Context: an optimization exercise on an open-source flow, tuned for small area and a short achievable clock period. The choices shown serve that exercise and are no tape-out recipe. Function was not checked in any run shown here: the RTL went through the layout flow alone.

==> flow/design.v (outline; a module is shown in full before it is edited, if it fits) <==
// module aes_g_xor2: 3 lines
// module aes_g_xnor2: 3 lines
// module aes_g_nand2: 3 lines
// module aes_g_nor2: 3 lines
// module aes_g_and2: 3 lines
// module aes_g_or2: 3 lines
// module aes_g_inv: 3 lines
// module aes_g_mux2: 3 lines
// module aes_g_mux2i: 3 lines
// module aes_gf4_inv: 22 lines
// module aes_gf4_inv_all: 22 lines
// module aes_sbox_lane: 215 lines
// module aes_sbox_lane_s: 209 lines
// module aes_mix_column: 286 lines
// module aes_column_mixer: 16 lines
// module aes_round_core: 166 lines
module aes_round_core (
	input logic i_clk,
	input logic i_rst,
	input logic i_valid,
	input logic i_decrypt,
	input logic i_skip_mix,
	input aes_gf_pkg::aes_state_t i_state,
	output logic o_valid,
	output aes_gf_pkg::aes_state_t o_state
);
  // ...
==> flow/run.sh <==
#!/bin/bash
# synth_recipe.tcl (not shown) runs the flow's synth.tcl, then flattens the netlist and writes it again
# the make line also repeats each setting of config.mk as NAME=value (left out here)
make -C /OpenROAD-flow-scripts/flow DESIGN_CONFIG=/design/flow/config.mk WORK_HOME=/design/flow/orfs CLKGATE_MAP_FILE= SYNTH_SCRIPT=/design/flow/synth_recipe.tcl finish
==> flow/config.mk <==
export PLATFORM = sky130hd
export DESIGN_NAME = aes_round_core
export DESIGN_NICKNAME = aes_round_core
export VERILOG_FILES = /design/flow/design.v
export SDC_FILE = /design/flow/constraint.sdc
export NUM_CORES = 4
export LEC_CHECK = 0
export CAP_MARGIN = 20
export CORE_MARGIN = 2
export CORE_UTILIZATION = 40
export SETUP_SLACK_MARGIN = 2.8
export SLEW_MARGIN = 20
export SYNTH_HIERARCHICAL = 1
==> flow/constraint.sdc <==
create_clock -name core_clock -period 5.5 [get_ports {i_clk}]
set_input_delay 1.1000 -clock core_clock [delete_from_list [all_inputs] [get_ports {i_clk}]]
set_output_delay 1.1000 -clock core_clock [all_outputs]
set_load 0.01 [all_outputs]
==> impl_metrics.env, run 1 <==
export IMPL_setup_violations=0
export IMPL_use_met3=0.0245
export IMPL_vias_per_cell=4.38
export IMPL_synthAdderAreaFrac=0.0224
export IMPL_ys_ff_latch=634
export IMPL_dpl_cell_area_sq_um=48200
export IMPL_required_ns=5.96
export IMPL_fin_crit_ns=2.68
export IMPL_num_vias=28131
export IMPL_multi_input_comb_cells=3756
export IMPL_portBuffers=261
export IMPL_cp_depth=7
export IMPL_multi_input_area_share=0.606
export IMPL_synth_most_common_cell="xor2_1"
export IMPL_yosysTopAreaCell="xor2_1"
export IMPL_cpLargestDelayFamily="XOR/XNOR gates"
export IMPL_grt_busiest_layer="met2"
export IMPL_antenna_found_initial=3
export IMPL_report_final_slew_viol_count=0
export IMPL_layout_cells_non_filler=6423
export IMPL_outcome="timing/DRC/antenna clean"
export IMPL_nets=5087
export IMPL_cp_max_fo=6
export IMPL_track_usage=0.162
export IMPL_io_pins=262
export IMPL_drcViolationCount=0
==> inputs of run 2 (changes only) <==
--- a/flow/config.mk
+++ b/flow/config.mk
@@ -10,3 +10,3 @@
 export CORE_UTILIZATION = 40
-export SETUP_SLACK_MARGIN = 2.8
+export SETUP_SLACK_MARGIN = 3.0
 export SLEW_MARGIN = 20
==> run 2 against run 1 <==
Compared with the run above: still clean; via count rose by 0.84%; synthesized area unchanged; global-route usage rose by 0.23 points; largest cell class unchanged.
==> impl_metrics.env, run 2 <==
export IMPL_outcome="timing/DRC/antenna clean"
export IMPL_gr_total_overflow=0
export IMPL_start_util=0.404
export IMPL_grt_start_max_net_pins=87
export IMPL_cap_violations=0
export IMPL_cts_root_buf="clkbuf_16"
export IMPL_required_ns=5.95
export IMPL_use_met3=0.0245
export IMPL_synth_xor_area_frac=0.508
export IMPL_yosys_most_used_dff="dfxtp_1"
export IMPL_antennaDiodeCount=0
export IMPL_die_height_um=338
export IMPL_track_usage=0.164
export IMPL_drcViolationCount=0
export IMPL_rsz0062_at_grt="true"
export IMPL_setup_tns_final_ns=0
export IMPL_clkSinkCount=634
export IMPL_endpoint_kind="register"
export IMPL_die_w_um=338
export IMPL_synth_cell_types=18
export IMPL_largest_reg_flops=128
export IMPL_grt_pass1_vias=29152
export IMPL_num_vias=28367
export IMPL_synthCells=4631
export IMPL_drt_initial_drc_count=1092
export IMPL_report_final_slew_viol_count=0
export IMPL_cp_data_arrival_time_ns=2.92
export IMPL_synth_seq_area_share=0.284
export IMPL_dr_pass1_iters=5
export IMPL_grt_busiest_layer="met2"
export IMPL_yosys_area_share_simple=0.0656
export IMPL_synth_top_area_frac=0.396
export IMPL_antenna_found_initial=3
export IMPL_muxShareOfSynthArea=0.0815
export IMPL_cts_buffer_depth=3
export IMPL_coreArea_sq_um=111000
export IMPL_drive_gt1_frac=0.159
export IMPL_grt_use_met2=0.271
export IMPL_nFillCells=10238
export IMPL_setup_violations=0
export IMPL_cts_tree="done"
export IMPL_fmaxAchievable_mhz=404
export IMPL_final_common_cell="xor2_1"
export IMPL_hpwl_um=73500
export IMPL_synth_area_per_cell_sq_um=9.66
export IMPL_max_slew_worst_pin_slew_ns=0.971
export IMPL_syn_nets=4844
export IMPL_rows=122
export IMPL_netlist_area_sq_um=44700
export IMPL_skew_ns=0.0237
export IMPL_areaGrowthSynthToFinish_pct=22.6
export IMPL_io_pins=262
export IMPL_ys_ff_latch=634
export IMPL_synth_async_reset_ratio=0
export IMPL_ys_top_cells_by_area="xor2_1 (40%), dfxtp_1 (28%), xnor2_1 (11%), mux2i_1 (5.7%), nand2_1 (5.1%)"
export IMPL_synth_common_cells="xor2_1 (2,020), dfxtp_1 (634), nand2_1 (608)"
export IMPL_hp_class="reg2reg"
export IMPL_use_met1=0.226
export IMPL_synth_most_common_cell="xor2_1"
export IMPL_hold_depth=0
export IMPL_synth_compound_area_frac=0.00492
export IMPL_clk_latency_ns=0.64
export IMPL_postRouteAntennaNets=0
export IMPL_rr_worst_depth=8
export IMPL_synthAdderAreaFrac=0.0224
export IMPL_wl_um=97200
export IMPL_portBuffers=261
export IMPL_fin_hold_ws_ns=0.327
export IMPL_nets=5136
export IMPL_cts_made_buffers=76
export IMPL_clk_transition_reported_paths_ns=0.06
export IMPL_fin_crit_ns=2.47
export IMPL_fin_crit_sh=0.450
export IMPL_die_area_sq_um=115000
export IMPL_slew_headroom=0.352
export IMPL_hold_viol=0
export IMPL_htreeDepth=3
export IMPL_yosysTopAreaCell="xor2_1"
export IMPL_start_kind="register"
export IMPL_vias_per_cell=4.38
export IMPL_synth_top_family_by_area="XOR/XNOR gates"
export IMPL_ys_warn_count=10
export IMPL_worst_setup_path_type="reg2reg"
export IMPL_final_cell_mix="xor2_1 (1,670), nand2_1 (594), xnor2_1 (575)"
export IMPL_post_drt_wl_per_cell_um=15.0
export IMPL_grt_pass1_wl_um=154000
export IMPL_largest_register="o_state"
export IMPL_gp_congestion=0.837
export IMPL_synth_edf_count=0
export IMPL_cp_max_fo=4
==> run 2: cell counts after synthesis <==
No cell type changed its count.
==> run 2: kinds of logic after synthesis <==
kind of cell | count (synthesis)
and+or+nand+nor | 744
muxes | 304
buffers and inverters | 241
AOI/OAI and AO/OA | 32
DFF | 634
adders and majority gates | 80
xor gates and xnor gates | 2596
==> run 2: layer usage <==
metal	vias to the layer above	wire length [um]	share of wire
met1	13407	47000	0.48
met2	319	45700	0.47
met3	85	2890	0.030
met5	-	0	0
met4	0	1600	0.016
li1	14556	-	-
==> run 2: per-module statistics from Yosys, one instance, submodules excluded, a selection <==
module | times used | cells inside
aes_g_nand2 | 608 | 1
aes_mix_column | 4 | 64
aes_sbox_lane | 8 | 31
aes_g_xnor2 | 448 | 1
aes_g_inv | 32 | 1
aes_g_and2 | 4 | 1
aes_g_xor2 | 2020 | 1
aes_round_core | 1 | 143
aes_g_nor2 | 64 | 1
aes_sbox_lane_s | 8 | 31
aes_g_mux2i | 256 | 1
==> run 2: final cells by class <==
| type | instances | area (sq um) | area share |
|---|---|---|---|
| inverters | 97 | 368 | 0.00671 |
| flip-flops and latches | 634 | 12900 | 0.235 |
| clock inverters | 37 | 494 | 0.00901 |
| multi-input cells | 3756 | 33900 | 0.617 |
| clock buffers | 102 | 2170 | 0.0396 |
| well taps | 1488 | 1860 | 0.0339 |
| repair buffers | 358 | 3200 | 0.0584 |
==> run 2: what timing repair did <==
action                                  in CTS  in global routing
setup buffers                               41                 47
pin swaps                                   56                 89
gates resized for setup                    282                422
hold buffers                                 0                  0
endpoints found under the setup margin     293                173
endpoints found under the hold margin        0                  0
==> run 2: per-stage QoR <==
stage | cells | worst slack [ns] | instance area (sq um) | util
after global placement | 6245 | 2.53 | 48200 | 0.435
final | 6472 | 3.03 | 54800 | 0.495
after floorplan | 4631 | 2.91 | 44700 | -
after detailed placement | 6245 | 2.49 | 48200 | 0.435
after global routing | 6472 | 2.81 | 54800 | 0.495
after CTS | 6425 | 2.90 | 52000 | 0.469
==> run 2: worst max-delay path, cell delays in order (launching register included) <==
cell,delay (ns)
dfxtp_1,0.40
xor2_1,0.24
nand2_1,0.22
xor2_4,0.34
xor2_4,0.27
xor2_2,0.29
xor2_2,0.26
xnor2_1,0.15
mux2i_1,0.13
==> run 2: final timing paths <==
check	startpoint	to	slack [ns]
worst max-delay path	u_lane13.d_r[2]	u_lane13.o_q[5]	3.03
worst min-delay path	skip_d[1]	skip_d[2]	0.33
worst max register to register	u_lane13.d_r[2]	u_lane13.o_q[5]	3.03
worst min register to register	skip_d[1]	skip_d[2]	0.33

## afterwards: timing with drivers on the ports
No port has a modelled driver above. Below, the same layouts with a new extraction and two added sets of constraints. Step 1 assumes that a clkbuf_16 drives the clock port and a buf_2 every other input. Step 2 also shifts input and output timing later by t, the mid clock arrival at the registers, as if the neighbouring blocks saw the same clock. Slacks: ideal / step 1 / step 2; pairs: ideal / step 1.
| run | t, ns | slack for setup (ns) | worst setup path at the end |
|---|---|---|---|
| run 1 | 0.699 | 2.824 / 2.799 / 2.446 | input to register |
| run 2 | 0.702 | 3.027 / 2.999 / 2.441 | input to register |
After both steps setup and hold are still met in every run listed. The setup slack of run 2, which loses most, moves by -0.028 ns with the drivers and by -0.586 ns with both steps.
